This is an optimization exercise on Yosys and OpenROAD, whose aim is small area, a short achievable clock period and few clock cycles per item, not a production implementation.
The RTL was checked by simulation tests, not by an equivalence proof against the original design.

## flow/design.v (module list and top-level ports; edited modules follow where they fit)
// module rbst_front: 77 lines
// module rbst_div_lane: 1064 lines
// module rbst_cmp_step: 143 lines
// module rbst_cmp_last: 10 lines
// module rbst_cmp_fin: 14 lines
// module ray_box_slab_test: 252 lines
module ray_box_slab_test (
	input  logic                                 clk,
	input  logic                                 arst_n,
	input  logic                                 cfg_we,
	input  logic [rbst_pkg::IDX_W-1:0]           cfg_index,
	input  logic [rbst_pkg::COORD_W-1:0]         cfg_wdata,
	input  logic                                 s_tvalid,
	output logic                                 s_tready,
	input  logic [8*rbst_pkg::IN_BYTES-1:0]      s_tdata,
	output logic                                 m_tvalid,
	input  logic                                 m_tready,
	output logic [8*rbst_pkg::OUT_BYTES-1:0]     m_tdata
);
  // ...
==> flow/run.sh <==
#!/bin/bash
# synth_recipe.tcl (not shown) runs the flow's synth.tcl, then flattens the netlist and writes it again
# the make line also repeats each setting of config.mk as NAME=value (left out here)
make -C /OpenROAD-flow-scripts/flow DESIGN_CONFIG=/design/flow/config.mk WORK_HOME=/design/flow/orfs CLKGATE_MAP_FILE= SYNTH_SCRIPT=/design/flow/synth_recipe.tcl finish
==> flow/config.mk <==
export PLATFORM = sky130hd
export DESIGN_NAME = ray_box_slab_test
export DESIGN_NICKNAME = ray_box_slab_test
export VERILOG_FILES = /design/flow/design.v
export SDC_FILE = /design/flow/constraint.sdc
export NUM_CORES = 8
export LEC_CHECK = 0
export CAP_MARGIN = 20
export CORE_MARGIN = 2
export CORE_UTILIZATION = 40
export SETUP_SLACK_MARGIN = 4.5
export SLEW_MARGIN = 20
export TNS_END_PERCENT = 0
==> flow/constraint.sdc <==
create_clock -name core_clock -period 8.0 [get_ports {clk}]
set_input_delay 1.6000 -clock core_clock [delete_from_list [all_inputs] [get_ports {clk}]]
set_output_delay 1.6000 -clock core_clock [all_outputs]
set_load 0.01 [all_outputs]
==> impl_metrics.ini, run 1 <==
[global_routing]
grt_use_met1_pct = 32.6
grt_util_met2_pct = 36.0
grt_pass1_wl_um = 2180000

[critical_path]
endpoint = s_st[1100]
critical_path_arrival_ns = 4.96
worstSetupStartpoint = c_st[917]
critical_path.top_delay_family = compound AO/OA/AOI/OAI gates

[routing]
postRouteAntennaNets = 0
met2_length_um = 645000

[yosys]
synthTopCellsByCount = 9,913 x dfxtp_1, 4,066 x nor2_1, 4,027 x inv_1
netlist_top_cells_area = dfxtp_1 41%, fa_1 12%, ha_1 5.6%
syn_avg_cell_area_um2 = 9.80
synth_cells = 48900
top_area_cell_type_share_of_the_netlist_area_pct = 41.5
ys.flop_type = dfxtp_1

[status]
outcome = timing/DRC/antenna clean

[sta]
fin_hold_ws_ns = 0.297

[cells_and_area]
layout.cells.most_common = dfxtp_1
layout.cells.largest_class = multi-input combinational cells
fin_area_um2 = 557000
clock_cell_area_share_pct = 6.59
biggestRegsByFlops = s_st (3168), c_st (3072), d_st (1395)

[min_path]
hp-start = t_st[656]

[floorplan]
die_area_um2 = 1210000

[cts]
cts-root-buf = clkbuf_16
Testbench counts, summed over its fixed seeds: cycles 8,168, items 8,000.
==> module rbst_front, before the edit <==
module rbst_front (
	input  logic                                          clk,
	input  logic [rbst_pkg::AXES*32-1:0]                  lo,
	input  logic [rbst_pkg::AXES*32-1:0]                  hi,
	input  logic [rbst_pkg::AXES*32-1:0]                  org,
	input  logic [rbst_pkg::AXES*32-1:0]                  dir,
	output logic [rbst_pkg::LANES*31-1:0]                 r0_o,     
	output logic [rbst_pkg::LANES*rbst_pkg::TW-1:0]       tail_o,   
	output logic [rbst_pkg::AXES*rbst_pkg::DW-1:0]        den_o,    
	output logic [rbst_pkg::LANES-1:0]                    nrm_o,    
	output logic [rbst_pkg::LANES-1:0]                    ngt_o,    
	output logic [rbst_pkg::LANES-1:0]                    cneg_o,   
	output logic                                          blk_o     
);
	localparam int AX = rbst_pkg::AXES;
	localparam int LN = rbst_pkg::LANES;
	localparam int TW = rbst_pkg::TW;
	localparam int DW = rbst_pkg::DW;
	logic [AX*2*33-1:0] nm_1;
	logic [AX*2-1:0]    nn_1, nz_1;
	logic [AX*32-1:0]   dmag_1;
	logic [AX*5-1:0]    sh_1;
	logic [AX-1:0]      dneg_1, dzero_1, inslab_1;
	for (genvar a = 0; a < AX; a++) begin : g_f1
		wire signed [31:0] o_a = org[a*32 +: 32];
		wire signed [31:0] d_a = dir[a*32 +: 32];
		for (genvar e = 0; e < 2; e++) begin : g_face
			wire signed [31:0] f   = e ? hi[a*32 +: 32] : lo[a*32 +: 32];
			wire        [32:0] fmo = {f[31], f} - {o_a[31], o_a};
			wire        [32:0] omf = {o_a[31], o_a} - {f[31], f};
			always_ff @(posedge clk) begin
				nm_1[(2*a+e)*33 +: 33] <= fmo[32] ? omf : fmo;
				nn_1[2*a+e]            <= fmo[32];
				nz_1[2*a+e]            <= (f == o_a);
			end
		end
		wire [31:0] dm = d_a[31] ? 32'(-d_a) : d_a;
		logic [4:0] lz;
		always_comb begin
			lz = 5'd0;
			for (int i = 0; i < 32; i++)
				if (dm[i]) lz = 5'(31 - i);
		end
		always_ff @(posedge clk) begin
			dneg_1[a]          <= d_a[31];
			dzero_1[a]         <= (d_a == '0);
			inslab_1[a]        <= ($signed(lo[a*32 +: 32]) <= o_a) && (o_a <= $signed(hi[a*32 +: 32]));
			dmag_1[a*32 +: 32] <= dm;
			sh_1[a*5 +: 5]     <= lz;
		end
	end
	for (genvar a = 0; a < AX; a++) begin : g_f2
		wire [31:0] dm = dmag_1[a*32 +: 32];
		wire [4:0]  sh = sh_1[a*5 +: 5];
		wire [31:0] dn = dm << sh;
		always_ff @(posedge clk) den_o[a*DW +: DW] <= dn[DW-1:0];
		for (genvar e = 0; e < 2; e++) begin : g_lane
			localparam int L = 2 * a + e;
			wire        fsel = dneg_1[a] ^ (e == 1);
			wire [32:0] nm   = fsel ? nm_1[(2*a+1)*33 +: 33] : nm_1[(2*a)*33 +: 33];
			wire        nn   = fsel ? nn_1[2*a+1] : nn_1[2*a];
			wire        nz   = fsel ? nz_1[2*a+1] : nz_1[2*a];
			wire        ngt  = !nz && (nn ^ dneg_1[a]);
			wire [63:0] zf   = {31'b0, nm} << sh;
			wire        sat  = {15'b0, nm} >= {dm, 15'b0};
			wire        nrm  = !dzero_1[a] && !sat;
			always_ff @(posedge clk) begin
				r0_o[L*31 +: 31]   <= zf[46:16];
				tail_o[L*TW +: TW] <= zf[15:0];
				nrm_o[L]           <= nrm;
				ngt_o[L]           <= ngt;
				cneg_o[L]          <= dzero_1[a] ? (e == 0) : ngt;
			end
		end
	end
	always_ff @(posedge clk) blk_o <= |(dzero_1 & ~inslab_1);
endmodule
==> module rbst_div_lane, before the edit <==
module rbst_div_lane (
	input  logic [rbst_pkg::RW-1:0] s_in,
	input  logic [rbst_pkg::RW-1:0] c_in,
	input  logic [rbst_pkg::DW-1:0] d,
	input  logic [1:0]              bb,
	output logic [rbst_pkg::RW-1:0] s_out,
	output logic [rbst_pkg::RW-1:0] c_out,
	output logic                    p2,      
	output logic                    p1,      
	output logic                    n1,      
	output logic                    n2       
);
	localparam int RW = rbst_pkg::RW;
	wire [RW-1:0] si = ~s_in;
	wire [RW-1:0] ci = ~c_in;
	logic [6:0] y;
	logic [3:0] q;
	assign y = si[RW-1:RW-7] + ci[RW-1:RW-7];
	always_comb begin
		case ({d[30:28], y})
			10'h000: q = 4'b0000;
			10'h001: q = 4'b0000;
			10'h002: q = 4'b0000;
			10'h003: q = 4'b0100;
			10'h004: q = 4'b0100;
			10'h005: q = 4'b0100;
			10'h006: q = 4'b0100;
			10'h007: q = 4'b0100;
			10'h008: q = 4'b0100;
			10'h009: q = 4'b0100;
			10'h00a: q = 4'b0100;
			10'h00b: q = 4'b0100;
			10'h00c: q = 4'b1000;
			10'h00d: q = 4'b1000;
			10'h00e: q = 4'b1000;
			10'h00f: q = 4'b1000;
			10'h010: q = 4'b1000;
			10'h011: q = 4'b1000;
			10'h012: q = 4'b1000;
			10'h013: q = 4'b1000;
			10'h014: q = 4'b1000;
			10'h015: q = 4'b1000;
			10'h016: q = 4'b1000;
			10'h017: q = 4'b1000;
			10'h018: q = 4'b1000;
			10'h019: q = 4'b1000;
			10'h01a: q = 4'b1000;
			10'h01b: q = 4'b1000;
			10'h01c: q = 4'b1000;
			10'h01d: q = 4'b1000;
			10'h01e: q = 4'b1000;
			10'h01f: q = 4'b1000;
			10'h020: q = 4'b1000;
			10'h021: q = 4'b1000;
			10'h022: q = 4'b1000;
			10'h023: q = 4'b1000;
			10'h024: q = 4'b1000;
			10'h025: q = 4'b1000;
			10'h026: q = 4'b1000;
			10'h027: q = 4'b1000;
			10'h028: q = 4'b1000;
			10'h029: q = 4'b1000;
			10'h02a: q = 4'b1000;
			10'h02b: q = 4'b1000;
			10'h02c: q = 4'b1000;
			10'h02d: q = 4'b1000;
			10'h02e: q = 4'b1000;
			10'h02f: q = 4'b1000;
			10'h030: q = 4'b1000;
			10'h031: q = 4'b1000;
			10'h032: q = 4'b1000;
			10'h033: q = 4'b1000;
			10'h034: q = 4'b1000;
			10'h035: q = 4'b1000;
			10'h036: q = 4'b1000;
			10'h037: q = 4'b1000;
			10'h038: q = 4'b1000;
			10'h039: q = 4'b1000;
			10'h03a: q = 4'b1000;
			10'h03b: q = 4'b1000;
			10'h03c: q = 4'b1000;
			10'h03d: q = 4'b1000;
			10'h03e: q = 4'b1000;
			10'h03f: q = 4'b1000;
			10'h040: q = 4'b0001;
			10'h041: q = 4'b0001;
			10'h042: q = 4'b0001;
			10'h043: q = 4'b0001;
			10'h044: q = 4'b0001;
			10'h045: q = 4'b0001;
			10'h046: q = 4'b0001;
			10'h047: q = 4'b0001;
			10'h048: q = 4'b0001;
			10'h049: q = 4'b0001;
			10'h04a: q = 4'b0001;
			10'h04b: q = 4'b0001;
			10'h04c: q = 4'b0001;
			10'h04d: q = 4'b0001;
			10'h04e: q = 4'b0001;
			10'h04f: q = 4'b0001;
			10'h050: q = 4'b0001;
			10'h051: q = 4'b0001;
			10'h052: q = 4'b0001;
			10'h053: q = 4'b0001;
			10'h054: q = 4'b0001;
			10'h055: q = 4'b0001;
			10'h056: q = 4'b0001;
			10'h057: q = 4'b0001;
			10'h058: q = 4'b0001;
			10'h059: q = 4'b0001;
			10'h05a: q = 4'b0001;
			10'h05b: q = 4'b0001;
			10'h05c: q = 4'b0001;
			10'h05d: q = 4'b0001;
			10'h05e: q = 4'b0001;
			10'h05f: q = 4'b0001;
			10'h060: q = 4'b0001;
			10'h061: q = 4'b0001;
			10'h062: q = 4'b0001;
			10'h063: q = 4'b0001;
			10'h064: q = 4'b0001;
			10'h065: q = 4'b0001;
			10'h066: q = 4'b0001;
			10'h067: q = 4'b0001;
			10'h068: q = 4'b0001;
			10'h069: q = 4'b0001;
			10'h06a: q = 4'b0001;
			10'h06b: q = 4'b0001;
			10'h06c: q = 4'b0001;
			10'h06d: q = 4'b0001;
			10'h06e: q = 4'b0001;
			10'h06f: q = 4'b0001;
			10'h070: q = 4'b0001;
			10'h071: q = 4'b0001;
			10'h072: q = 4'b0001;
			10'h073: q = 4'b0010;
			10'h074: q = 4'b0010;
			10'h075: q = 4'b0010;
			10'h076: q = 4'b0010;
			10'h077: q = 4'b0010;
			10'h078: q = 4'b0010;
			10'h079: q = 4'b0010;
			10'h07a: q = 4'b0010;
			10'h07b: q = 4'b0000;
			10'h07c: q = 4'b0000;
			10'h07d: q = 4'b0000;
			10'h07e: q = 4'b0000;
			10'h07f: q = 4'b0000;
			10'h080: q = 4'b0000;
			10'h081: q = 4'b0000;
			10'h082: q = 4'b0000;
			10'h083: q = 4'b0000;
			10'h084: q = 4'b0100;
			10'h085: q = 4'b0100;
			10'h086: q = 4'b0100;
			10'h087: q = 4'b0100;
			10'h088: q = 4'b0100;
			10'h089: q = 4'b0100;
			10'h08a: q = 4'b0100;
			10'h08b: q = 4'b0100;
			10'h08c: q = 4'b0100;
			10'h08d: q = 4'b0100;
			10'h08e: q = 4'b1000;
			10'h08f: q = 4'b1000;
			10'h090: q = 4'b1000;
			10'h091: q = 4'b1000;
			10'h092: q = 4'b1000;
			10'h093: q = 4'b1000;
			10'h094: q = 4'b1000;
			10'h095: q = 4'b1000;
			10'h096: q = 4'b1000;
			10'h097: q = 4'b1000;
			10'h098: q = 4'b1000;
			10'h099: q = 4'b1000;
			10'h09a: q = 4'b1000;
			10'h09b: q = 4'b1000;
			10'h09c: q = 4'b1000;
			10'h09d: q = 4'b1000;
			10'h09e: q = 4'b1000;
			10'h09f: q = 4'b1000;
			10'h0a0: q = 4'b1000;
			10'h0a1: q = 4'b1000;
			10'h0a2: q = 4'b1000;
			10'h0a3: q = 4'b1000;
			10'h0a4: q = 4'b1000;
			10'h0a5: q = 4'b1000;
			10'h0a6: q = 4'b1000;
			10'h0a7: q = 4'b1000;
			10'h0a8: q = 4'b1000;
			10'h0a9: q = 4'b1000;
			10'h0aa: q = 4'b1000;
			10'h0ab: q = 4'b1000;
			10'h0ac: q = 4'b1000;
			10'h0ad: q = 4'b1000;
			10'h0ae: q = 4'b1000;
			10'h0af: q = 4'b1000;
			10'h0b0: q = 4'b1000;
			10'h0b1: q = 4'b1000;
			10'h0b2: q = 4'b1000;
			10'h0b3: q = 4'b1000;
			10'h0b4: q = 4'b1000;
			10'h0b5: q = 4'b1000;
			10'h0b6: q = 4'b1000;
			10'h0b7: q = 4'b1000;
			10'h0b8: q = 4'b1000;
			10'h0b9: q = 4'b1000;
			10'h0ba: q = 4'b1000;
			10'h0bb: q = 4'b1000;
			10'h0bc: q = 4'b1000;
			10'h0bd: q = 4'b1000;
			10'h0be: q = 4'b1000;
			10'h0bf: q = 4'b1000;
			10'h0c0: q = 4'b0001;
			10'h0c1: q = 4'b0001;
			10'h0c2: q = 4'b0001;
			10'h0c3: q = 4'b0001;
			10'h0c4: q = 4'b0001;
			10'h0c5: q = 4'b0001;
			10'h0c6: q = 4'b0001;
			10'h0c7: q = 4'b0001;
			10'h0c8: q = 4'b0001;
			10'h0c9: q = 4'b0001;
			10'h0ca: q = 4'b0001;
			10'h0cb: q = 4'b0001;
			10'h0cc: q = 4'b0001;
			10'h0cd: q = 4'b0001;
			10'h0ce: q = 4'b0001;
			10'h0cf: q = 4'b0001;
			10'h0d0: q = 4'b0001;
			10'h0d1: q = 4'b0001;
			10'h0d2: q = 4'b0001;
			10'h0d3: q = 4'b0001;
			10'h0d4: q = 4'b0001;
			10'h0d5: q = 4'b0001;
			10'h0d6: q = 4'b0001;
			10'h0d7: q = 4'b0001;
			10'h0d8: q = 4'b0001;
			10'h0d9: q = 4'b0001;
			10'h0da: q = 4'b0001;
			10'h0db: q = 4'b0001;
			10'h0dc: q = 4'b0001;
			10'h0dd: q = 4'b0001;
			10'h0de: q = 4'b0001;
			10'h0df: q = 4'b0001;
			10'h0e0: q = 4'b0001;
			10'h0e1: q = 4'b0001;
			10'h0e2: q = 4'b0001;
			10'h0e3: q = 4'b0001;
			10'h0e4: q = 4'b0001;
			10'h0e5: q = 4'b0001;
			10'h0e6: q = 4'b0001;
			10'h0e7: q = 4'b0001;
			10'h0e8: q = 4'b0001;
			10'h0e9: q = 4'b0001;
			10'h0ea: q = 4'b0001;
			10'h0eb: q = 4'b0001;
			10'h0ec: q = 4'b0001;
			10'h0ed: q = 4'b0001;
			10'h0ee: q = 4'b0001;
			10'h0ef: q = 4'b0001;
			10'h0f0: q = 4'b0001;
			10'h0f1: q = 4'b0010;
			10'h0f2: q = 4'b0010;
			10'h0f3: q = 4'b0010;
			10'h0f4: q = 4'b0010;
			10'h0f5: q = 4'b0010;
			10'h0f6: q = 4'b0010;
			10'h0f7: q = 4'b0010;
			10'h0f8: q = 4'b0010;
			10'h0f9: q = 4'b0010;
			10'h0fa: q = 4'b0000;
			10'h0fb: q = 4'b0000;
			10'h0fc: q = 4'b0000;
			10'h0fd: q = 4'b0000;
			10'h0fe: q = 4'b0000;
			10'h0ff: q = 4'b0000;
			10'h100: q = 4'b0000;
			10'h101: q = 4'b0000;
			10'h102: q = 4'b0000;
			10'h103: q = 4'b0000;
			10'h104: q = 4'b0100;
			10'h105: q = 4'b0100;
			10'h106: q = 4'b0100;
			10'h107: q = 4'b0100;
			10'h108: q = 4'b0100;
			10'h109: q = 4'b0100;
			10'h10a: q = 4'b0100;
			10'h10b: q = 4'b0100;
			10'h10c: q = 4'b0100;
			10'h10d: q = 4'b0100;
			10'h10e: q = 4'b0100;
			10'h10f: q = 4'b1000;
			10'h110: q = 4'b1000;
			10'h111: q = 4'b1000;
			10'h112: q = 4'b1000;
			10'h113: q = 4'b1000;
			10'h114: q = 4'b1000;
			10'h115: q = 4'b1000;
			10'h116: q = 4'b1000;
			10'h117: q = 4'b1000;
			10'h118: q = 4'b1000;
			10'h119: q = 4'b1000;
			10'h11a: q = 4'b1000;
			10'h11b: q = 4'b1000;
			10'h11c: q = 4'b1000;
			10'h11d: q = 4'b1000;
			10'h11e: q = 4'b1000;
			10'h11f: q = 4'b1000;
			10'h120: q = 4'b1000;
			10'h121: q = 4'b1000;
			10'h122: q = 4'b1000;
			10'h123: q = 4'b1000;
			10'h124: q = 4'b1000;
			10'h125: q = 4'b1000;
			10'h126: q = 4'b1000;
			10'h127: q = 4'b1000;
			10'h128: q = 4'b1000;
			10'h129: q = 4'b1000;
			10'h12a: q = 4'b1000;
			10'h12b: q = 4'b1000;
			10'h12c: q = 4'b1000;
			10'h12d: q = 4'b1000;
			10'h12e: q = 4'b1000;
			10'h12f: q = 4'b1000;
			10'h130: q = 4'b1000;
			10'h131: q = 4'b1000;
			10'h132: q = 4'b1000;
			10'h133: q = 4'b1000;
			10'h134: q = 4'b1000;
			10'h135: q = 4'b1000;
			10'h136: q = 4'b1000;
			10'h137: q = 4'b1000;
			10'h138: q = 4'b1000;
			10'h139: q = 4'b1000;
			10'h13a: q = 4'b1000;
			10'h13b: q = 4'b1000;
			10'h13c: q = 4'b1000;
			10'h13d: q = 4'b1000;
			10'h13e: q = 4'b1000;
			10'h13f: q = 4'b1000;
			10'h140: q = 4'b0001;
			10'h141: q = 4'b0001;
			10'h142: q = 4'b0001;
			10'h143: q = 4'b0001;
			10'h144: q = 4'b0001;
			10'h145: q = 4'b0001;
			10'h146: q = 4'b0001;
			10'h147: q = 4'b0001;
			10'h148: q = 4'b0001;
			10'h149: q = 4'b0001;
			10'h14a: q = 4'b0001;
			10'h14b: q = 4'b0001;
			10'h14c: q = 4'b0001;
			10'h14d: q = 4'b0001;
			10'h14e: q = 4'b0001;
			10'h14f: q = 4'b0001;
			10'h150: q = 4'b0001;
			10'h151: q = 4'b0001;
			10'h152: q = 4'b0001;
			10'h153: q = 4'b0001;
			10'h154: q = 4'b0001;
			10'h155: q = 4'b0001;
			10'h156: q = 4'b0001;
			10'h157: q = 4'b0001;
			10'h158: q = 4'b0001;
			10'h159: q = 4'b0001;
			10'h15a: q = 4'b0001;
			10'h15b: q = 4'b0001;
			10'h15c: q = 4'b0001;
			10'h15d: q = 4'b0001;
			10'h15e: q = 4'b0001;
			10'h15f: q = 4'b0001;
			10'h160: q = 4'b0001;
			10'h161: q = 4'b0001;
			10'h162: q = 4'b0001;
			10'h163: q = 4'b0001;
			10'h164: q = 4'b0001;
			10'h165: q = 4'b0001;
			10'h166: q = 4'b0001;
			10'h167: q = 4'b0001;
			10'h168: q = 4'b0001;
			10'h169: q = 4'b0001;
			10'h16a: q = 4'b0001;
			10'h16b: q = 4'b0001;
			10'h16c: q = 4'b0001;
			10'h16d: q = 4'b0001;
			10'h16e: q = 4'b0001;
			10'h16f: q = 4'b0001;
			10'h170: q = 4'b0010;
			10'h171: q = 4'b0010;
			10'h172: q = 4'b0010;
			10'h173: q = 4'b0010;
			10'h174: q = 4'b0010;
			10'h175: q = 4'b0010;
			10'h176: q = 4'b0010;
			10'h177: q = 4'b0010;
			10'h178: q = 4'b0010;
			10'h179: q = 4'b0010;
			10'h17a: q = 4'b0000;
			10'h17b: q = 4'b0000;
			10'h17c: q = 4'b0000;
			10'h17d: q = 4'b0000;
			10'h17e: q = 4'b0000;
			10'h17f: q = 4'b0000;
			10'h180: q = 4'b0000;
			10'h181: q = 4'b0000;
			10'h182: q = 4'b0000;
			10'h183: q = 4'b0000;
			10'h184: q = 4'b0000;
			10'h185: q = 4'b0100;
			10'h186: q = 4'b0100;
			10'h187: q = 4'b0100;
			10'h188: q = 4'b0100;
			10'h189: q = 4'b0100;
			10'h18a: q = 4'b0100;
			10'h18b: q = 4'b0100;
			10'h18c: q = 4'b0100;
			10'h18d: q = 4'b0100;
			10'h18e: q = 4'b0100;
			10'h18f: q = 4'b0100;
			10'h190: q = 4'b1000;
			10'h191: q = 4'b1000;
			10'h192: q = 4'b1000;
			10'h193: q = 4'b1000;
			10'h194: q = 4'b1000;
			10'h195: q = 4'b1000;
			10'h196: q = 4'b1000;
			10'h197: q = 4'b1000;
			10'h198: q = 4'b1000;
			10'h199: q = 4'b1000;
			10'h19a: q = 4'b1000;
			10'h19b: q = 4'b1000;
			10'h19c: q = 4'b1000;
			10'h19d: q = 4'b1000;
			10'h19e: q = 4'b1000;
			10'h19f: q = 4'b1000;
			10'h1a0: q = 4'b1000;
			10'h1a1: q = 4'b1000;
			10'h1a2: q = 4'b1000;
			10'h1a3: q = 4'b1000;
			10'h1a4: q = 4'b1000;
			10'h1a5: q = 4'b1000;
			10'h1a6: q = 4'b1000;
			10'h1a7: q = 4'b1000;
			10'h1a8: q = 4'b1000;
			10'h1a9: q = 4'b1000;
			10'h1aa: q = 4'b1000;
			10'h1ab: q = 4'b1000;
			10'h1ac: q = 4'b1000;
			10'h1ad: q = 4'b1000;
			10'h1ae: q = 4'b1000;
			10'h1af: q = 4'b1000;
			10'h1b0: q = 4'b1000;
			10'h1b1: q = 4'b1000;
			10'h1b2: q = 4'b1000;
			10'h1b3: q = 4'b1000;
			10'h1b4: q = 4'b1000;
			10'h1b5: q = 4'b1000;
			10'h1b6: q = 4'b1000;
			10'h1b7: q = 4'b1000;
			10'h1b8: q = 4'b1000;
			10'h1b9: q = 4'b1000;
			10'h1ba: q = 4'b1000;
			10'h1bb: q = 4'b1000;
			10'h1bc: q = 4'b1000;
			10'h1bd: q = 4'b1000;
			10'h1be: q = 4'b1000;
			10'h1bf: q = 4'b1000;
			10'h1c0: q = 4'b0001;
			10'h1c1: q = 4'b0001;
			10'h1c2: q = 4'b0001;
			10'h1c3: q = 4'b0001;
			10'h1c4: q = 4'b0001;
			10'h1c5: q = 4'b0001;
			10'h1c6: q = 4'b0001;
			10'h1c7: q = 4'b0001;
			10'h1c8: q = 4'b0001;
			10'h1c9: q = 4'b0001;
			10'h1ca: q = 4'b0001;
			10'h1cb: q = 4'b0001;
			10'h1cc: q = 4'b0001;
			10'h1cd: q = 4'b0001;
			10'h1ce: q = 4'b0001;
			10'h1cf: q = 4'b0001;
			10'h1d0: q = 4'b0001;
			10'h1d1: q = 4'b0001;
			10'h1d2: q = 4'b0001;
			10'h1d3: q = 4'b0001;
			10'h1d4: q = 4'b0001;
			10'h1d5: q = 4'b0001;
			10'h1d6: q = 4'b0001;
			10'h1d7: q = 4'b0001;
			10'h1d8: q = 4'b0001;
			10'h1d9: q = 4'b0001;
			10'h1da: q = 4'b0001;
			10'h1db: q = 4'b0001;
			10'h1dc: q = 4'b0001;
			10'h1dd: q = 4'b0001;
			10'h1de: q = 4'b0001;
			10'h1df: q = 4'b0001;
			10'h1e0: q = 4'b0001;
			10'h1e1: q = 4'b0001;
			10'h1e2: q = 4'b0001;
			10'h1e3: q = 4'b0001;
			10'h1e4: q = 4'b0001;
			10'h1e5: q = 4'b0001;
			10'h1e6: q = 4'b0001;
			10'h1e7: q = 4'b0001;
			10'h1e8: q = 4'b0001;
			10'h1e9: q = 4'b0001;
			10'h1ea: q = 4'b0001;
			10'h1eb: q = 4'b0001;
			10'h1ec: q = 4'b0001;
			10'h1ed: q = 4'b0001;
			10'h1ee: q = 4'b0010;
			10'h1ef: q = 4'b0010;
			10'h1f0: q = 4'b0010;
			10'h1f1: q = 4'b0010;
			10'h1f2: q = 4'b0010;
			10'h1f3: q = 4'b0010;
			10'h1f4: q = 4'b0010;
			10'h1f5: q = 4'b0010;
			10'h1f6: q = 4'b0010;
			10'h1f7: q = 4'b0010;
			10'h1f8: q = 4'b0010;
			10'h1f9: q = 4'b0010;
			10'h1fa: q = 4'b0000;
			10'h1fb: q = 4'b0000;
			10'h1fc: q = 4'b0000;
			10'h1fd: q = 4'b0000;
			10'h1fe: q = 4'b0000;
			10'h1ff: q = 4'b0000;
			10'h200: q = 4'b0000;
			10'h201: q = 4'b0000;
			10'h202: q = 4'b0000;
			10'h203: q = 4'b0000;
			10'h204: q = 4'b0000;
			10'h205: q = 4'b0000;
			10'h206: q = 4'b0100;
			10'h207: q = 4'b0100;
			10'h208: q = 4'b0100;
			10'h209: q = 4'b0100;
			10'h20a: q = 4'b0100;
			10'h20b: q = 4'b0100;
			10'h20c: q = 4'b0100;
			10'h20d: q = 4'b0100;
			10'h20e: q = 4'b0100;
			10'h20f: q = 4'b0100;
			10'h210: q = 4'b0100;
			10'h211: q = 4'b0100;
			10'h212: q = 4'b1000;
			10'h213: q = 4'b1000;
			10'h214: q = 4'b1000;
			10'h215: q = 4'b1000;
			10'h216: q = 4'b1000;
			10'h217: q = 4'b1000;
			10'h218: q = 4'b1000;
			10'h219: q = 4'b1000;
			10'h21a: q = 4'b1000;
			10'h21b: q = 4'b1000;
			10'h21c: q = 4'b1000;
			10'h21d: q = 4'b1000;
			10'h21e: q = 4'b1000;
			10'h21f: q = 4'b1000;
			10'h220: q = 4'b1000;
			10'h221: q = 4'b1000;
			10'h222: q = 4'b1000;
			10'h223: q = 4'b1000;
			10'h224: q = 4'b1000;
			10'h225: q = 4'b1000;
			10'h226: q = 4'b1000;
			10'h227: q = 4'b1000;
			10'h228: q = 4'b1000;
			10'h229: q = 4'b1000;
			10'h22a: q = 4'b1000;
			10'h22b: q = 4'b1000;
			10'h22c: q = 4'b1000;
			10'h22d: q = 4'b1000;
			10'h22e: q = 4'b1000;
			10'h22f: q = 4'b1000;
			10'h230: q = 4'b1000;
			10'h231: q = 4'b1000;
			10'h232: q = 4'b1000;
			10'h233: q = 4'b1000;
			10'h234: q = 4'b1000;
			10'h235: q = 4'b1000;
			10'h236: q = 4'b1000;
			10'h237: q = 4'b1000;
			10'h238: q = 4'b1000;
			10'h239: q = 4'b1000;
			10'h23a: q = 4'b1000;
			10'h23b: q = 4'b1000;
			10'h23c: q = 4'b1000;
			10'h23d: q = 4'b1000;
			10'h23e: q = 4'b1000;
			10'h23f: q = 4'b1000;
			10'h240: q = 4'b0001;
			10'h241: q = 4'b0001;
			10'h242: q = 4'b0001;
			10'h243: q = 4'b0001;
			10'h244: q = 4'b0001;
			10'h245: q = 4'b0001;
			10'h246: q = 4'b0001;
			10'h247: q = 4'b0001;
			10'h248: q = 4'b0001;
			10'h249: q = 4'b0001;
			10'h24a: q = 4'b0001;
			10'h24b: q = 4'b0001;
			10'h24c: q = 4'b0001;
			10'h24d: q = 4'b0001;
			10'h24e: q = 4'b0001;
			10'h24f: q = 4'b0001;
			10'h250: q = 4'b0001;
			10'h251: q = 4'b0001;
			10'h252: q = 4'b0001;
			10'h253: q = 4'b0001;
			10'h254: q = 4'b0001;
			10'h255: q = 4'b0001;
			10'h256: q = 4'b0001;
			10'h257: q = 4'b0001;
			10'h258: q = 4'b0001;
			10'h259: q = 4'b0001;
			10'h25a: q = 4'b0001;
			10'h25b: q = 4'b0001;
			10'h25c: q = 4'b0001;
			10'h25d: q = 4'b0001;
			10'h25e: q = 4'b0001;
			10'h25f: q = 4'b0001;
			10'h260: q = 4'b0001;
			10'h261: q = 4'b0001;
			10'h262: q = 4'b0001;
			10'h263: q = 4'b0001;
			10'h264: q = 4'b0001;
			10'h265: q = 4'b0001;
			10'h266: q = 4'b0001;
			10'h267: q = 4'b0001;
			10'h268: q = 4'b0001;
			10'h269: q = 4'b0001;
			10'h26a: q = 4'b0001;
			10'h26b: q = 4'b0001;
			10'h26c: q = 4'b0010;
			10'h26d: q = 4'b0010;
			10'h26e: q = 4'b0010;
			10'h26f: q = 4'b0010;
			10'h270: q = 4'b0010;
			10'h271: q = 4'b0010;
			10'h272: q = 4'b0010;
			10'h273: q = 4'b0010;
			10'h274: q = 4'b0010;
			10'h275: q = 4'b0010;
			10'h276: q = 4'b0010;
			10'h277: q = 4'b0010;
			10'h278: q = 4'b0010;
			10'h279: q = 4'b0000;
			10'h27a: q = 4'b0000;
			10'h27b: q = 4'b0000;
			10'h27c: q = 4'b0000;
			10'h27d: q = 4'b0000;
			10'h27e: q = 4'b0000;
			10'h27f: q = 4'b0000;
			10'h280: q = 4'b0000;
			10'h281: q = 4'b0000;
			10'h282: q = 4'b0000;
			10'h283: q = 4'b0000;
			10'h284: q = 4'b0000;
			10'h285: q = 4'b0000;
			10'h286: q = 4'b0100;
			10'h287: q = 4'b0100;
			10'h288: q = 4'b0100;
			10'h289: q = 4'b0100;
			10'h28a: q = 4'b0100;
			10'h28b: q = 4'b0100;
			10'h28c: q = 4'b0100;
			10'h28d: q = 4'b0100;
			10'h28e: q = 4'b0100;
			10'h28f: q = 4'b0100;
			10'h290: q = 4'b0100;
			10'h291: q = 4'b0100;
			10'h292: q = 4'b0100;
			10'h293: q = 4'b1000;
			10'h294: q = 4'b1000;
			10'h295: q = 4'b1000;
			10'h296: q = 4'b1000;
			10'h297: q = 4'b1000;
			10'h298: q = 4'b1000;
			10'h299: q = 4'b1000;
			10'h29a: q = 4'b1000;
			10'h29b: q = 4'b1000;
			10'h29c: q = 4'b1000;
			10'h29d: q = 4'b1000;
			10'h29e: q = 4'b1000;
			10'h29f: q = 4'b1000;
			10'h2a0: q = 4'b1000;
			10'h2a1: q = 4'b1000;
			10'h2a2: q = 4'b1000;
			10'h2a3: q = 4'b1000;
			10'h2a4: q = 4'b1000;
			10'h2a5: q = 4'b1000;
			10'h2a6: q = 4'b1000;
			10'h2a7: q = 4'b1000;
			10'h2a8: q = 4'b1000;
			10'h2a9: q = 4'b1000;
			10'h2aa: q = 4'b1000;
			10'h2ab: q = 4'b1000;
			10'h2ac: q = 4'b1000;
			10'h2ad: q = 4'b1000;
			10'h2ae: q = 4'b1000;
			10'h2af: q = 4'b1000;
			10'h2b0: q = 4'b1000;
			10'h2b1: q = 4'b1000;
			10'h2b2: q = 4'b1000;
			10'h2b3: q = 4'b1000;
			10'h2b4: q = 4'b1000;
			10'h2b5: q = 4'b1000;
			10'h2b6: q = 4'b1000;
			10'h2b7: q = 4'b1000;
			10'h2b8: q = 4'b1000;
			10'h2b9: q = 4'b1000;
			10'h2ba: q = 4'b1000;
			10'h2bb: q = 4'b1000;
			10'h2bc: q = 4'b1000;
			10'h2bd: q = 4'b1000;
			10'h2be: q = 4'b1000;
			10'h2bf: q = 4'b1000;
			10'h2c0: q = 4'b0001;
			10'h2c1: q = 4'b0001;
			10'h2c2: q = 4'b0001;
			10'h2c3: q = 4'b0001;
			10'h2c4: q = 4'b0001;
			10'h2c5: q = 4'b0001;
			10'h2c6: q = 4'b0001;
			10'h2c7: q = 4'b0001;
			10'h2c8: q = 4'b0001;
			10'h2c9: q = 4'b0001;
			10'h2ca: q = 4'b0001;
			10'h2cb: q = 4'b0001;
			10'h2cc: q = 4'b0001;
			10'h2cd: q = 4'b0001;
			10'h2ce: q = 4'b0001;
			10'h2cf: q = 4'b0001;
			10'h2d0: q = 4'b0001;
			10'h2d1: q = 4'b0001;
			10'h2d2: q = 4'b0001;
			10'h2d3: q = 4'b0001;
			10'h2d4: q = 4'b0001;
			10'h2d5: q = 4'b0001;
			10'h2d6: q = 4'b0001;
			10'h2d7: q = 4'b0001;
			10'h2d8: q = 4'b0001;
			10'h2d9: q = 4'b0001;
			10'h2da: q = 4'b0001;
			10'h2db: q = 4'b0001;
			10'h2dc: q = 4'b0001;
			10'h2dd: q = 4'b0001;
			10'h2de: q = 4'b0001;
			10'h2df: q = 4'b0001;
			10'h2e0: q = 4'b0001;
			10'h2e1: q = 4'b0001;
			10'h2e2: q = 4'b0001;
			10'h2e3: q = 4'b0001;
			10'h2e4: q = 4'b0001;
			10'h2e5: q = 4'b0001;
			10'h2e6: q = 4'b0001;
			10'h2e7: q = 4'b0001;
			10'h2e8: q = 4'b0001;
			10'h2e9: q = 4'b0001;
			10'h2ea: q = 4'b0001;
			10'h2eb: q = 4'b0010;
			10'h2ec: q = 4'b0010;
			10'h2ed: q = 4'b0010;
			10'h2ee: q = 4'b0010;
			10'h2ef: q = 4'b0010;
			10'h2f0: q = 4'b0010;
			10'h2f1: q = 4'b0010;
			10'h2f2: q = 4'b0010;
			10'h2f3: q = 4'b0010;
			10'h2f4: q = 4'b0010;
			10'h2f5: q = 4'b0010;
			10'h2f6: q = 4'b0010;
			10'h2f7: q = 4'b0010;
			10'h2f8: q = 4'b0010;
			10'h2f9: q = 4'b0000;
			10'h2fa: q = 4'b0000;
			10'h2fb: q = 4'b0000;
			10'h2fc: q = 4'b0000;
			10'h2fd: q = 4'b0000;
			10'h2fe: q = 4'b0000;
			10'h2ff: q = 4'b0000;
			10'h300: q = 4'b0000;
			10'h301: q = 4'b0000;
			10'h302: q = 4'b0000;
			10'h303: q = 4'b0000;
			10'h304: q = 4'b0000;
			10'h305: q = 4'b0000;
			10'h306: q = 4'b0100;
			10'h307: q = 4'b0100;
			10'h308: q = 4'b0100;
			10'h309: q = 4'b0100;
			10'h30a: q = 4'b0100;
			10'h30b: q = 4'b0100;
			10'h30c: q = 4'b0100;
			10'h30d: q = 4'b0100;
			10'h30e: q = 4'b0100;
			10'h30f: q = 4'b0100;
			10'h310: q = 4'b0100;
			10'h311: q = 4'b0100;
			10'h312: q = 4'b0100;
			10'h313: q = 4'b0100;
			10'h314: q = 4'b0100;
			10'h315: q = 4'b1000;
			10'h316: q = 4'b1000;
			10'h317: q = 4'b1000;
			10'h318: q = 4'b1000;
			10'h319: q = 4'b1000;
			10'h31a: q = 4'b1000;
			10'h31b: q = 4'b1000;
			10'h31c: q = 4'b1000;
			10'h31d: q = 4'b1000;
			10'h31e: q = 4'b1000;
			10'h31f: q = 4'b1000;
			10'h320: q = 4'b1000;
			10'h321: q = 4'b1000;
			10'h322: q = 4'b1000;
			10'h323: q = 4'b1000;
			10'h324: q = 4'b1000;
			10'h325: q = 4'b1000;
			10'h326: q = 4'b1000;
			10'h327: q = 4'b1000;
			10'h328: q = 4'b1000;
			10'h329: q = 4'b1000;
			10'h32a: q = 4'b1000;
			10'h32b: q = 4'b1000;
			10'h32c: q = 4'b1000;
			10'h32d: q = 4'b1000;
			10'h32e: q = 4'b1000;
			10'h32f: q = 4'b1000;
			10'h330: q = 4'b1000;
			10'h331: q = 4'b1000;
			10'h332: q = 4'b1000;
			10'h333: q = 4'b1000;
			10'h334: q = 4'b1000;
			10'h335: q = 4'b1000;
			10'h336: q = 4'b1000;
			10'h337: q = 4'b1000;
			10'h338: q = 4'b1000;
			10'h339: q = 4'b1000;
			10'h33a: q = 4'b1000;
			10'h33b: q = 4'b1000;
			10'h33c: q = 4'b1000;
			10'h33d: q = 4'b1000;
			10'h33e: q = 4'b1000;
			10'h33f: q = 4'b1000;
			10'h340: q = 4'b0001;
			10'h341: q = 4'b0001;
			10'h342: q = 4'b0001;
			10'h343: q = 4'b0001;
			10'h344: q = 4'b0001;
			10'h345: q = 4'b0001;
			10'h346: q = 4'b0001;
			10'h347: q = 4'b0001;
			10'h348: q = 4'b0001;
			10'h349: q = 4'b0001;
			10'h34a: q = 4'b0001;
			10'h34b: q = 4'b0001;
			10'h34c: q = 4'b0001;
			10'h34d: q = 4'b0001;
			10'h34e: q = 4'b0001;
			10'h34f: q = 4'b0001;
			10'h350: q = 4'b0001;
			10'h351: q = 4'b0001;
			10'h352: q = 4'b0001;
			10'h353: q = 4'b0001;
			10'h354: q = 4'b0001;
			10'h355: q = 4'b0001;
			10'h356: q = 4'b0001;
			10'h357: q = 4'b0001;
			10'h358: q = 4'b0001;
			10'h359: q = 4'b0001;
			10'h35a: q = 4'b0001;
			10'h35b: q = 4'b0001;
			10'h35c: q = 4'b0001;
			10'h35d: q = 4'b0001;
			10'h35e: q = 4'b0001;
			10'h35f: q = 4'b0001;
			10'h360: q = 4'b0001;
			10'h361: q = 4'b0001;
			10'h362: q = 4'b0001;
			10'h363: q = 4'b0001;
			10'h364: q = 4'b0001;
			10'h365: q = 4'b0001;
			10'h366: q = 4'b0001;
			10'h367: q = 4'b0001;
			10'h368: q = 4'b0001;
			10'h369: q = 4'b0001;
			10'h36a: q = 4'b0010;
			10'h36b: q = 4'b0010;
			10'h36c: q = 4'b0010;
			10'h36d: q = 4'b0010;
			10'h36e: q = 4'b0010;
			10'h36f: q = 4'b0010;
			10'h370: q = 4'b0010;
			10'h371: q = 4'b0010;
			10'h372: q = 4'b0010;
			10'h373: q = 4'b0010;
			10'h374: q = 4'b0010;
			10'h375: q = 4'b0010;
			10'h376: q = 4'b0010;
			10'h377: q = 4'b0010;
			10'h378: q = 4'b0000;
			10'h379: q = 4'b0000;
			10'h37a: q = 4'b0000;
			10'h37b: q = 4'b0000;
			10'h37c: q = 4'b0000;
			10'h37d: q = 4'b0000;
			10'h37e: q = 4'b0000;
			10'h37f: q = 4'b0000;
			10'h380: q = 4'b0000;
			10'h381: q = 4'b0000;
			10'h382: q = 4'b0000;
			10'h383: q = 4'b0000;
			10'h384: q = 4'b0000;
			10'h385: q = 4'b0000;
			10'h386: q = 4'b0000;
			10'h387: q = 4'b0100;
			10'h388: q = 4'b0100;
			10'h389: q = 4'b0100;
			10'h38a: q = 4'b0100;
			10'h38b: q = 4'b0100;
			10'h38c: q = 4'b0100;
			10'h38d: q = 4'b0100;
			10'h38e: q = 4'b0100;
			10'h38f: q = 4'b0100;
			10'h390: q = 4'b0100;
			10'h391: q = 4'b0100;
			10'h392: q = 4'b0100;
			10'h393: q = 4'b0100;
			10'h394: q = 4'b0100;
			10'h395: q = 4'b0100;
			10'h396: q = 4'b0100;
			10'h397: q = 4'b1000;
			10'h398: q = 4'b1000;
			10'h399: q = 4'b1000;
			10'h39a: q = 4'b1000;
			10'h39b: q = 4'b1000;
			10'h39c: q = 4'b1000;
			10'h39d: q = 4'b1000;
			10'h39e: q = 4'b1000;
			10'h39f: q = 4'b1000;
			10'h3a0: q = 4'b1000;
			10'h3a1: q = 4'b1000;
			10'h3a2: q = 4'b1000;
			10'h3a3: q = 4'b1000;
			10'h3a4: q = 4'b1000;
			10'h3a5: q = 4'b1000;
			10'h3a6: q = 4'b1000;
			10'h3a7: q = 4'b1000;
			10'h3a8: q = 4'b1000;
			10'h3a9: q = 4'b1000;
			10'h3aa: q = 4'b1000;
			10'h3ab: q = 4'b1000;
			10'h3ac: q = 4'b1000;
			10'h3ad: q = 4'b1000;
			10'h3ae: q = 4'b1000;
			10'h3af: q = 4'b1000;
			10'h3b0: q = 4'b1000;
			10'h3b1: q = 4'b1000;
			10'h3b2: q = 4'b1000;
			10'h3b3: q = 4'b1000;
			10'h3b4: q = 4'b1000;
			10'h3b5: q = 4'b1000;
			10'h3b6: q = 4'b1000;
			10'h3b7: q = 4'b1000;
			10'h3b8: q = 4'b1000;
			10'h3b9: q = 4'b1000;
			10'h3ba: q = 4'b1000;
			10'h3bb: q = 4'b1000;
			10'h3bc: q = 4'b1000;
			10'h3bd: q = 4'b1000;
			10'h3be: q = 4'b1000;
			10'h3bf: q = 4'b1000;
			10'h3c0: q = 4'b0001;
			10'h3c1: q = 4'b0001;
			10'h3c2: q = 4'b0001;
			10'h3c3: q = 4'b0001;
			10'h3c4: q = 4'b0001;
			10'h3c5: q = 4'b0001;
			10'h3c6: q = 4'b0001;
			10'h3c7: q = 4'b0001;
			10'h3c8: q = 4'b0001;
			10'h3c9: q = 4'b0001;
			10'h3ca: q = 4'b0001;
			10'h3cb: q = 4'b0001;
			10'h3cc: q = 4'b0001;
			10'h3cd: q = 4'b0001;
			10'h3ce: q = 4'b0001;
			10'h3cf: q = 4'b0001;
			10'h3d0: q = 4'b0001;
			10'h3d1: q = 4'b0001;
			10'h3d2: q = 4'b0001;
			10'h3d3: q = 4'b0001;
			10'h3d4: q = 4'b0001;
			10'h3d5: q = 4'b0001;
			10'h3d6: q = 4'b0001;
			10'h3d7: q = 4'b0001;
			10'h3d8: q = 4'b0001;
			10'h3d9: q = 4'b0001;
			10'h3da: q = 4'b0001;
			10'h3db: q = 4'b0001;
			10'h3dc: q = 4'b0001;
			10'h3dd: q = 4'b0001;
			10'h3de: q = 4'b0001;
			10'h3df: q = 4'b0001;
			10'h3e0: q = 4'b0001;
			10'h3e1: q = 4'b0001;
			10'h3e2: q = 4'b0001;
			10'h3e3: q = 4'b0001;
			10'h3e4: q = 4'b0001;
			10'h3e5: q = 4'b0001;
			10'h3e6: q = 4'b0001;
			10'h3e7: q = 4'b0001;
			10'h3e8: q = 4'b0010;
			10'h3e9: q = 4'b0010;
			10'h3ea: q = 4'b0010;
			10'h3eb: q = 4'b0010;
			10'h3ec: q = 4'b0010;
			10'h3ed: q = 4'b0010;
			10'h3ee: q = 4'b0010;
			10'h3ef: q = 4'b0010;
			10'h3f0: q = 4'b0010;
			10'h3f1: q = 4'b0010;
			10'h3f2: q = 4'b0010;
			10'h3f3: q = 4'b0010;
			10'h3f4: q = 4'b0010;
			10'h3f5: q = 4'b0010;
			10'h3f6: q = 4'b0010;
			10'h3f7: q = 4'b0000;
			10'h3f8: q = 4'b0000;
			10'h3f9: q = 4'b0000;
			10'h3fa: q = 4'b0000;
			10'h3fb: q = 4'b0000;
			10'h3fc: q = 4'b0000;
			10'h3fd: q = 4'b0000;
			10'h3fe: q = 4'b0000;
			10'h3ff: q = 4'b0000;
			default: q = 4'b0000;
		endcase
	end
	assign p2 = q[3];
	assign p1 = q[2];
	assign n1 = q[1];
	assign n2 = q[0];
	wire [RW-1:0] d1 = {1'b0, 1'b1, d};
	wire [RW-1:0] d2 = {1'b1, d, 1'b0};
	wire          ps = p1 || p2;
	logic [RW-1:0] m;
	for (genvar j = 0; j < RW; j++) begin : g_m
		assign m[j] = (d1[j] ? n1 : p1) | (d2[j] ? n2 : p2);
	end
	wire [RW-1:0] a  = {si[RW-3:0], bb};
	wire [RW-1:0] b  = {ci[RW-3:0], 2'b00};
	wire [RW-1:0] mj = (a & b) | (a & m) | (b & m);
	assign s_out = ~(a ^ b ^ m);
	assign c_out = ~{mj[RW-2:0], ps};
endmodule
==> inputs of run 2 (changes only) <==
--- a/flow/design.v
+++ b/flow/design.v
@@ -3,21 +3,23 @@
 	localparam int FRAC_W    = 16;
 	localparam int EPS_W     = 16;
 	localparam int AXES      = 3;
 	localparam int LANES     = 2 * AXES;
 	localparam int IDX_W     = 3;
 	localparam int IN_BYTES  = 24;
 	localparam int OUT_BYTES = 1;
 	localparam int RW        = 33;
+	localparam int TB        = 7;     
+	localparam int LW        = RW - TB;
 	localparam int DW        = 31;
 	localparam int TW        = 16;    
 	localparam int NST       = 16;    
 	localparam int NCMP      = AXES * AXES + AXES;
-	localparam int FRONT_LAT = 2;
+	localparam int FRONT_LAT = 3;
 	localparam logic [IDX_W-1:0] REG_LOW_X  = 3'd0;
 	localparam logic [IDX_W-1:0] REG_LOW_Y  = 3'd1;
 	localparam logic [IDX_W-1:0] REG_LOW_Z  = 3'd2;
 	localparam logic [IDX_W-1:0] REG_HIGH_X = 3'd3;
 	localparam logic [IDX_W-1:0] REG_HIGH_Y = 3'd4;
 	localparam logic [IDX_W-1:0] REG_HIGH_Z = 3'd5;
 	localparam logic [IDX_W-1:0] REG_EPS    = 3'd6;
 endpackage
@@ -34,93 +36,109 @@
 	output logic [rbst_pkg::LANES-1:0]                    ngt_o,    
 	output logic [rbst_pkg::LANES-1:0]                    cneg_o,   
 	output logic                                          blk_o     
 );
 	localparam int AX = rbst_pkg::AXES;
 	localparam int LN = rbst_pkg::LANES;
 	localparam int TW = rbst_pkg::TW;
 	localparam int DW = rbst_pkg::DW;
-	logic [AX*2*33-1:0] nm_1;
-	logic [AX*2-1:0]    nn_1, nz_1;
+	logic [AX*2*33-1:0] n_1;
 	logic [AX*32-1:0]   dmag_1;
 	logic [AX*5-1:0]    sh_1;
 	logic [AX-1:0]      dneg_1, dzero_1, inslab_1;
 	for (genvar a = 0; a < AX; a++) begin : g_f1
 		wire signed [31:0] o_a = org[a*32 +: 32];
 		wire signed [31:0] d_a = dir[a*32 +: 32];
 		for (genvar e = 0; e < 2; e++) begin : g_face
-			wire signed [31:0] f   = e ? hi[a*32 +: 32] : lo[a*32 +: 32];
-			wire        [32:0] fmo = {f[31], f} - {o_a[31], o_a};
-			wire        [32:0] omf = {o_a[31], o_a} - {f[31], f};
-			always_ff @(posedge clk) begin
-				nm_1[(2*a+e)*33 +: 33] <= fmo[32] ? omf : fmo;
-				nn_1[2*a+e]            <= fmo[32];
-				nz_1[2*a+e]            <= (f == o_a);
-			end
+			wire signed [31:0] f = e ? hi[a*32 +: 32] : lo[a*32 +: 32];
+			always_ff @(posedge clk) n_1[(2*a+e)*33 +: 33] <= {f[31], f} - {o_a[31], o_a};
 		end
 		wire [31:0] dm = d_a[31] ? 32'(-d_a) : d_a;
 		logic [4:0] lz;
 		always_comb begin
 			lz = 5'd0;
 			for (int i = 0; i < 32; i++)
 				if (dm[i]) lz = 5'(31 - i);
 		end
 		always_ff @(posedge clk) begin
 			dneg_1[a]          <= d_a[31];
 			dzero_1[a]         <= (d_a == '0);
 			inslab_1[a]        <= ($signed(lo[a*32 +: 32]) <= o_a) && (o_a <= $signed(hi[a*32 +: 32]));
 			dmag_1[a*32 +: 32] <= dm;
 			sh_1[a*5 +: 5]     <= lz;
 		end
 	end
+	logic [LN*33-1:0] nm_2;
+	logic [LN-1:0]    ngt_2;
+	logic [AX-1:0]    dzero_2;
+	logic [AX*32-1:0] dmag_2;
+	logic [AX*5-1:0]  sh_2;
+	logic             blk_2;
 	for (genvar a = 0; a < AX; a++) begin : g_f2
 		wire [31:0] dm = dmag_1[a*32 +: 32];
-		wire [4:0]  sh = sh_1[a*5 +: 5];
-		wire [31:0] dn = dm << sh;
-		always_ff @(posedge clk) den_o[a*DW +: DW] <= dn[DW-1:0];
+		always_ff @(posedge clk) begin
+			dmag_2[a*32 +: 32] <= dm;
+			sh_2[a*5 +: 5]     <= sh_1[a*5 +: 5];
+			dzero_2[a]         <= dzero_1[a];
+		end
 		for (genvar e = 0; e < 2; e++) begin : g_lane
 			localparam int L = 2 * a + e;
 			wire        fsel = dneg_1[a] ^ (e == 1);
-			wire [32:0] nm   = fsel ? nm_1[(2*a+1)*33 +: 33] : nm_1[(2*a)*33 +: 33];
-			wire        nn   = fsel ? nn_1[2*a+1] : nn_1[2*a];
-			wire        nz   = fsel ? nz_1[2*a+1] : nz_1[2*a];
-			wire        ngt  = !nz && (nn ^ dneg_1[a]);
-			wire [63:0] zf   = {31'b0, nm} << sh;
-			wire        sat  = {15'b0, nm} >= {dm, 15'b0};
-			wire        nrm  = !dzero_1[a] && !sat;
+			wire [32:0] n    = fsel ? n_1[(2*a+1)*33 +: 33] : n_1[(2*a)*33 +: 33];
+			wire [32:0] nm   = n[32] ? 33'(-n) : n;
+			wire        ngt  = (n != '0) && (n[32] ^ dneg_1[a]);
+			always_ff @(posedge clk) begin
+				nm_2[L*33 +: 33] <= nm;
+				ngt_2[L]         <= ngt;
+			end
+		end
+	end
+	always_ff @(posedge clk) blk_2 <= |(dzero_1 & ~inslab_1);
+	for (genvar a = 0; a < AX; a++) begin : g_f3
+		wire [4:0]  sh = sh_2[a*5 +: 5];
+		wire [31:0] dn = dmag_2[a*32 +: 32] << sh;
+		always_ff @(posedge clk) den_o[a*DW +: DW] <= dn[DW-1:0];
+		for (genvar e = 0; e < 2; e++) begin : g_lane
+			localparam int L = 2 * a + e;
+			wire [32:0] nm  = nm_2[L*33 +: 33];
+			wire [63:0] zf  = {31'b0, nm} << sh;
+			wire        sat = {15'b0, nm} >= {dmag_2[a*32 +: 32], 15'b0};
 			always_ff @(posedge clk) begin
 				r0_o[L*31 +: 31]   <= zf[46:16];
 				tail_o[L*TW +: TW] <= zf[15:0];
-				nrm_o[L]           <= nrm;
-				ngt_o[L]           <= ngt;
-				cneg_o[L]          <= dzero_1[a] ? (e == 0) : ngt;
+				nrm_o[L]           <= !dzero_2[a] && !sat;
+				ngt_o[L]           <= ngt_2[L];
+				cneg_o[L]          <= dzero_2[a] ? (e == 0) : ngt_2[L];
 			end
 		end
 	end
-	always_ff @(posedge clk) blk_o <= |(dzero_1 & ~inslab_1);
+	always_ff @(posedge clk) blk_o <= blk_2;
 endmodule
 module rbst_div_lane (
-	input  logic [rbst_pkg::RW-1:0] s_in,
-	input  logic [rbst_pkg::RW-1:0] c_in,
+	input  logic [rbst_pkg::TB-1:0] t_in,     
+	input  logic [rbst_pkg::LW-1:0] s_in,     
+	input  logic [rbst_pkg::LW-1:0] c_in,     
 	input  logic [rbst_pkg::DW-1:0] d,
 	input  logic [1:0]              bb,
-	output logic [rbst_pkg::RW-1:0] s_out,
-	output logic [rbst_pkg::RW-1:0] c_out,
+	output logic [rbst_pkg::TB-1:0] t_out,
+	output logic [rbst_pkg::LW-1:0] s_out,
+	output logic [rbst_pkg::LW-1:0] c_out,
 	output logic                    p2,      
 	output logic                    p1,      
 	output logic                    n1,      
 	output logic                    n2       
 );
 	localparam int RW = rbst_pkg::RW;
-	wire [RW-1:0] si = ~s_in;
-	wire [RW-1:0] ci = ~c_in;
-	logic [6:0] y;
+	localparam int TB = rbst_pkg::TB;
+	localparam int LW = rbst_pkg::LW;
+	wire [LW-1:0] si = ~s_in;
+	wire [LW-1:0] ci = ~c_in;
+	wire [6:0] y = t_in;
 	logic [3:0] q;
-	assign y = si[RW-1:RW-7] + ci[RW-1:RW-7];
 	always_comb begin
 		case ({d[30:28], y})
 			10'h000: q = 4'b0000;
 			10'h001: q = 4'b0000;
 			10'h002: q = 4'b0000;
 			10'h003: q = 4'b0100;
 			10'h004: q = 4'b0100;
 			10'h005: q = 4'b0100;
@@ -1151,21 +1169,24 @@
 	assign n2 = q[0];
 	wire [RW-1:0] d1 = {1'b0, 1'b1, d};
 	wire [RW-1:0] d2 = {1'b1, d, 1'b0};
 	wire          ps = p1 || p2;
 	logic [RW-1:0] m;
 	for (genvar j = 0; j < RW; j++) begin : g_m
 		assign m[j] = (d1[j] ? n1 : p1) | (d2[j] ? n2 : p2);
 	end
-	wire [RW-1:0] a  = {si[RW-3:0], bb};
-	wire [RW-1:0] b  = {ci[RW-3:0], 2'b00};
+	wire [RW-1:0] a  = {t_in[TB-3:0], si, bb};
+	wire [RW-1:0] b  = {{(TB-2){1'b0}}, ci, 2'b00};
 	wire [RW-1:0] mj = (a & b) | (a & m) | (b & m);
-	assign s_out = ~(a ^ b ^ m);
-	assign c_out = ~{mj[RW-2:0], ps};
+	wire [RW-1:0] sn = a ^ b ^ m;
+	wire [RW-1:0] cn = {mj[RW-2:0], ps};
+	assign t_out = sn[RW-1:LW] + cn[RW-1:LW];
+	assign s_out = ~sn[LW-1:0];
+	assign c_out = ~cn[LW-1:0];
 endmodule
 module rbst_cmp_step (
 	input  logic [2:0] d_in,
 	input  logic [2:0] a,
 	input  logic [2:0] b,
 	output logic [2:0] d_out
 );
 	wire [3:0] e = {a[2], a} - {b[2], b};
@@ -1340,16 +1361,18 @@
 	input  logic [8*rbst_pkg::IN_BYTES-1:0]      s_tdata,
 	output logic                                 m_tvalid,
 	input  logic                                 m_tready,
 	output logic [8*rbst_pkg::OUT_BYTES-1:0]     m_tdata
 );
 	localparam int AX   = rbst_pkg::AXES;
 	localparam int LN   = rbst_pkg::LANES;
 	localparam int RW   = rbst_pkg::RW;
+	localparam int TB   = rbst_pkg::TB;
+	localparam int LW   = rbst_pkg::LW;
 	localparam int DW   = rbst_pkg::DW;
 	localparam int TW   = rbst_pkg::TW;
 	localparam int NST  = rbst_pkg::NST;
 	localparam int NC   = rbst_pkg::NCMP;
 	localparam int LAT  = rbst_pkg::FRONT_LAT + NST + 2;
 	localparam int QD   = LAT + 2;
 	localparam int CNTW = 5;    
 	logic [AX*32-1:0] lo_q, hi_q;
@@ -1395,51 +1418,56 @@
 		.r0_o   (r0),
 		.tail_o (tail0),
 		.den_o  (den0),
 		.nrm_o  (nrm0),
 		.ngt_o  (ngt0),
 		.cneg_o (cneg0),
 		.blk_o  (blk0)
 	);
-	logic [(NST+1)*LN*RW-1:0] s_st, c_st;
+	logic [(NST+1)*LN*TB-1:0] tp_st;
+	logic [(NST+1)*LN*LW-1:0] s_st, c_st;
 	logic [(NST+1)*LN*TW-1:0] t_st;
 	logic [(NST+1)*AX*DW-1:0] d_st;
 	logic [(NST+1)*LN-1:0]    nrm_st, ngt_st, cmc_st;
 	logic [(NST+1)*NC*3-1:0]  cmp_st;
 	logic [NST:0]             blk_st;
 	logic [(NST+1)*LN*3-1:0]  pd_st;     
 	for (genvar l = 0; l < LN; l++) begin : g_in
-		assign s_st[l*RW +: RW] = ~{2'b00, r0[l*31 +: 31]};
-		assign c_st[l*RW +: RW] = '1;
+		assign tp_st[l*TB +: TB] = {2'b00, r0[l*31+LW +: 31-LW]};
+		assign s_st[l*LW +: LW]  = ~r0[l*31 +: LW];
+		assign c_st[l*LW +: LW]  = '1;
 	end
 	assign t_st[0 +: LN*TW]   = tail0;
 	assign d_st[0 +: AX*DW]   = den0;
 	assign nrm_st[0 +: LN]    = nrm0;
 	assign ngt_st[0 +: LN]    = ngt0;
 	assign cmc_st[0 +: LN]    = ~nrm0 & ~cneg0;
 	assign cmp_st[0 +: NC*3]  = '0;
 	assign blk_st[0]          = blk0;
 	assign pd_st[0 +: LN*3]   = '0;
 	for (genvar j = 0; j < NST; j++) begin : g_st
 		localparam int EP = (j >= 9) ? 32 - 2*j : 0;    
-		logic [LN*RW-1:0] s_n, c_n;
+		logic [LN*TB-1:0] t_n;
+		logic [LN*LW-1:0] s_n, c_n;
 		logic [LN*3-1:0]  dg;       
 		logic [NC*3-1:0]  cm_n;
 		for (genvar l = 0; l < LN; l++) begin : g_l
 			logic p2, p1, n1, n2, e2, e1, f1, f2;
 			wire  nrm = nrm_st[j*LN + l];
 			wire  ngt = ngt_st[j*LN + l];
 			rbst_div_lane u_div (
-				.s_in  (s_st[(j*LN+l)*RW +: RW]),
-				.c_in  (c_st[(j*LN+l)*RW +: RW]),
+				.t_in  (tp_st[(j*LN+l)*TB +: TB]),
+				.s_in  (s_st[(j*LN+l)*LW +: LW]),
+				.c_in  (c_st[(j*LN+l)*LW +: LW]),
 				.d     (d_st[(j*AX + l/2)*DW +: DW]),
 				.bb    ((j < 8) ? t_st[(j*LN+l)*TW + ((j < 8) ? 14-2*j : 0) +: 2] : 2'b00),
-				.s_out (s_n[l*RW +: RW]),
-				.c_out (c_n[l*RW +: RW]),
+				.t_out (t_n[l*TB +: TB]),
+				.s_out (s_n[l*LW +: LW]),
+				.c_out (c_n[l*LW +: LW]),
 				.p2    (p2),
 				.p1    (p1),
 				.n1    (n1),
 				.n2    (n2)
 			);
 			if (j == 0) begin : g_first
 				wire cneg = !nrm && !cmc_st[l];
 				assign e2 = nrm ? (ngt ? n2 : p2) : !cneg;
@@ -1467,35 +1495,38 @@
 			rbst_cmp_step u_cmp (
 				.d_in  (cmp_st[(j*NC + 9+b)*3 +: 3]),
 				.a     (dq[(2*b+1)*3 +: 3]),
 				.b     ((j >= 9) ? {1'b0, eps_q[EP +: 2]} : 3'b000),
 				.d_out (cm_n[(9+b)*3 +: 3])
 			);
 		end
 		always_ff @(posedge clk) begin
-			s_st[(j+1)*LN*RW +: LN*RW] <= s_n;
-			c_st[(j+1)*LN*RW +: LN*RW] <= c_n;
+			tp_st[(j+1)*LN*TB +: LN*TB] <= t_n;
+			s_st[(j+1)*LN*LW +: LN*LW]  <= s_n;
+			c_st[(j+1)*LN*LW +: LN*LW]  <= c_n;
 			t_st[(j+1)*LN*TW +: LN*TW] <= t_st[j*LN*TW +: LN*TW];
 			d_st[(j+1)*AX*DW +: AX*DW] <= d_st[j*AX*DW +: AX*DW];
 			nrm_st[(j+1)*LN +: LN]     <= nrm_st[j*LN +: LN];
 			ngt_st[(j+1)*LN +: LN]     <= ngt_st[j*LN +: LN];
 			cmc_st[(j+1)*LN +: LN]     <= cmc_st[j*LN +: LN];
 			cmp_st[(j+1)*NC*3 +: NC*3] <= (j == 0) ? '0 : cm_n;
 			pd_st[(j+1)*LN*3 +: LN*3]  <= dg;
 			blk_st[j+1]                <= blk_st[j];
 		end
 	end
 	logic [LN-1:0]   wneg_q, nrm_q, ngt_q, cmc_q;
 	logic [NC*5-1:0] cv_n, cv_q;
 	logic            blk_q;
 	logic [LN-1:0]   cp, cn;
 	logic            hit_q;
 	for (genvar l = 0; l < LN; l++) begin : g_fin
-		wire [RW-1:0] w = ~s_st[(NST*LN+l)*RW +: RW] + ~c_st[(NST*LN+l)*RW +: RW];
+		wire [RW-1:0] w = {tp_st[(NST*LN+l)*TB +: TB], {LW{1'b0}}}
+		                + {{TB{1'b0}}, ~s_st[(NST*LN+l)*LW +: LW]}
+		                + {{TB{1'b0}}, ~c_st[(NST*LN+l)*LW +: LW]};
 		always_ff @(posedge clk) wneg_q[l] <= w[RW-1];
 		assign cp[l] = nrm_q[l] && wneg_q[l] && ngt_q[l];
 		assign cn[l] = (nrm_q[l] && wneg_q[l] && !ngt_q[l]) || cmc_q[l];
 	end
 	always_ff @(posedge clk) begin
 		nrm_q <= nrm_st[NST*LN +: LN];
 		ngt_q <= ngt_st[NST*LN +: LN];
 		cmc_q <= cmc_st[NST*LN +: LN];
==> impl_metrics.ini, run 2 <==
[status]
outcome = timing/DRC/antenna clean

[cells_and_area]
biggestRegsByFlops = s_st (2496), c_st (2400), d_st (1395)
mostFrequentLayoutCells = 9,496 x dfxtp_1, 2,874 x inv_1, 2,740 x mux2_2, 2,715 x nand2_1, 2,640 x nor2b_1
regMostFlops = s_st
nNetsFinal = 50500
final_core_area_utilization_pct = 46.1
layout.cells.most_common = dfxtp_1

[global_routing]
grt_pass1_wl_um = 1990000
first_global_vias = 328000
grt_max_degree = 147
grt_antenna_before_repair = 72
globalRouteOverflowTotal = 0

[yosys]
synth-edff-count = 23
top_area_cell_type_share_of_the_netlist_area_pct = 41.0
yosys_register_bits = 10000
netlist_top_cells_area = dfxtp_1 41%, fa_1 11%, mux2_2 6.5%
ys.flop_type = dfxtp_1
synthDistinctLibCells = 99
synth_async_sr_flop_share_pct = 2.57
syn_avg_cell_area_um2 = 10.5
seq_area_frac_synth_pct = 42.5
ys.warnings.count = 6
synthTopCellsByCount = 9,740 x dfxtp_1, 2,950 x inv_1, 2,740 x mux2_2
synth_cells = 45200
synth.most_common_cell = dfxtp_1
synth_largest_area_cell = dfxtp_1

[sta]
worst_slew_margin_pct = 21.6
tightestPinTransition_ns = 1.18
clock-skew-final_ns = 0.105
hold_viol = 0
slew_violations = 0
setup_total_negative_slack_ns = 0
timing.final.crit_share_pct = 46.7

[critical_path]
critPathSlowestCell = a221o_1
critical_path_buf_inv_count = 2
worstSetupStartpoint = s_tdata[80]
endpoint_kind = flip-flop
crit_type = primary input to flip-flop
worst_setup_path_start_kind = primary input
worstReg2RegStart = g_st[2].g_l[5].u_div.q[3]
critical_path.top_delay_family = compound AO/OA/AOI/OAI gates
max_stage_delay_ns = 0.41
critical_path_arrival_ns = 4.80
critical_path_maximum_fanout = 4

[place]
port_buffers = 234
dpl.hpwl_um = 971000
globalplace.congestion = 0.902

[cts]
clock_tree.buffer_depth = 6
cts-root-buf = clkbuf_16
cts_num_sinks = 10000
tritoncts = yes

[routing]
dr.pass1.iters = 9
wl_per_cell_um = 21.1
route.detailed.drc = 0
total_routed_wirelength_um = 1310000
postRouteAntennaNets = 0
vias = 331000
post_drt_via_cell_ratio = 5.34

[floorplan]
placement_rows = 400
dieWidth_um = 1090
ioPinCount = 242
core_area_um2 = 1190000
floorplan.die.height_um = 1090
die_area_um2 = 1200000
initial_core_util_pct = 40.1

[min_path]
hold_path_class = flip-flop to flip-flop
hp-start = t_st[181]

[run]
cap_viol_max_count = 0
## run 2: cell types whose count changed in the layout (fill, tap and decap cells not counted), sizes merged, moves of 260 or more
| cell | before | now |
|---|---|---|
| nor2b | 242 | 2653 |
| mux2 | 467 | 2740 |
| nor2 | 4075 | 2034 |
| o21ai | 2694 | 1538 |
| inv | 4092 | 2999 |
| a21oi | 3068 | 2017 |
| a211oi | 1603 | 2574 |
| a221oi | 986 | 147 |
| o22ai | 1252 | 421 |
| mux2i | 884 | 1298 |
| fa | 2917 | 2557 |
| buf | 1160 | 821 |
| nand2 | 2998 | 2724 |
| o221ai | 286 | 26 |
## run 2: cells by family (layout without fill, tap and decap cells)
logic type	Yosys count	after routing	synth area share [%]
other cells	1	119	0.000788
simple gates	10200	10200	10.7
buf+inv	5147	6124	4.09
compound gates	9253	9253	12.9
mux	4236	4236	10.2
flops	10000	10000	42.5
xor+xnor	1447	1450	2.67
fa+ha+maj	4912	4912	16.9
## run 2: area by class of cell
class | count | area (um^2)
Fill cell | 108000 | 640000
Multi-Input combinational cell | 30000 | 261000
Sequential cell | 10000 | 203000
Clock buffer | 1588 | 33400
Tap cell | 15700 | 19600
Timing Repair Buffer | 1102 | 12600
Inverter | 3023 | 11500
Clock inverter | 404 | 5550
Antenna cell | 112 | 280
Timing Repair inverter | 7 | 37.5
## run 2: per-stage QoR
step	worst slack, ns	hold WS [ns]	instances	area [um^2]
4_1_cts	4.32	0.266	61600	539000
3_3_place_gp	2.09	0.311	59400	493000
3_5_place_dp	2.19	0.312	59400	493000
6_report	4.26	0.254	62000	546000
2_1_floorplan	3.68	0.310	45200	476000
5_1_grt	4.07	0.280	62000	546000
## run 2: path summary, 6_finish.rpt
path                            slack, ns                        end  depth (start not counted)
worst max register to register       4.29  g_st[3].g_l[5].u_div.q[1]                         15
max in group asynchronous            6.11                   eps_q[0]                          2
min in group asynchronous            0.38                   lo_q[69]                          1
worst max-delay path                 4.26           u_front.n_1[196]                         13
worst min-delay path                 0.25                  t_st[277]                          0
worst min register to register       0.25                  t_st[277]                          0
## run 2: layer usage
| layer | wire, um | global-route usage (%) |
|---|---|---|
| met1 | 639000 | 30.7 |
| met2 | 556000 | 31.0 |
| met3 | 65700 | 2.83 |
| met4 | 47500 | 6.78 |
| met5 | 135 | 0 |
## run 2: what timing repair did
action                     4_1_cts  5_1_grt
setup endpoints to repair      597      520
setup buffers                  187      258
hold buffers                     0        0
gates cloned                    16       36
gates resized for setup       1279      977
pin swaps                      114      252
Testbench counts of run 2, summed over its fixed seeds: cycles 8,176, items 8,000.

Setup slack of run 2, layout unchanged: 4.263 ns with ideal ports, 4.291 ns with driving cells assumed (clock clkbuf_16, inputs buf_2), 3.034 ns with port delays also shifted by the 1.371 ns mid clock arrival.
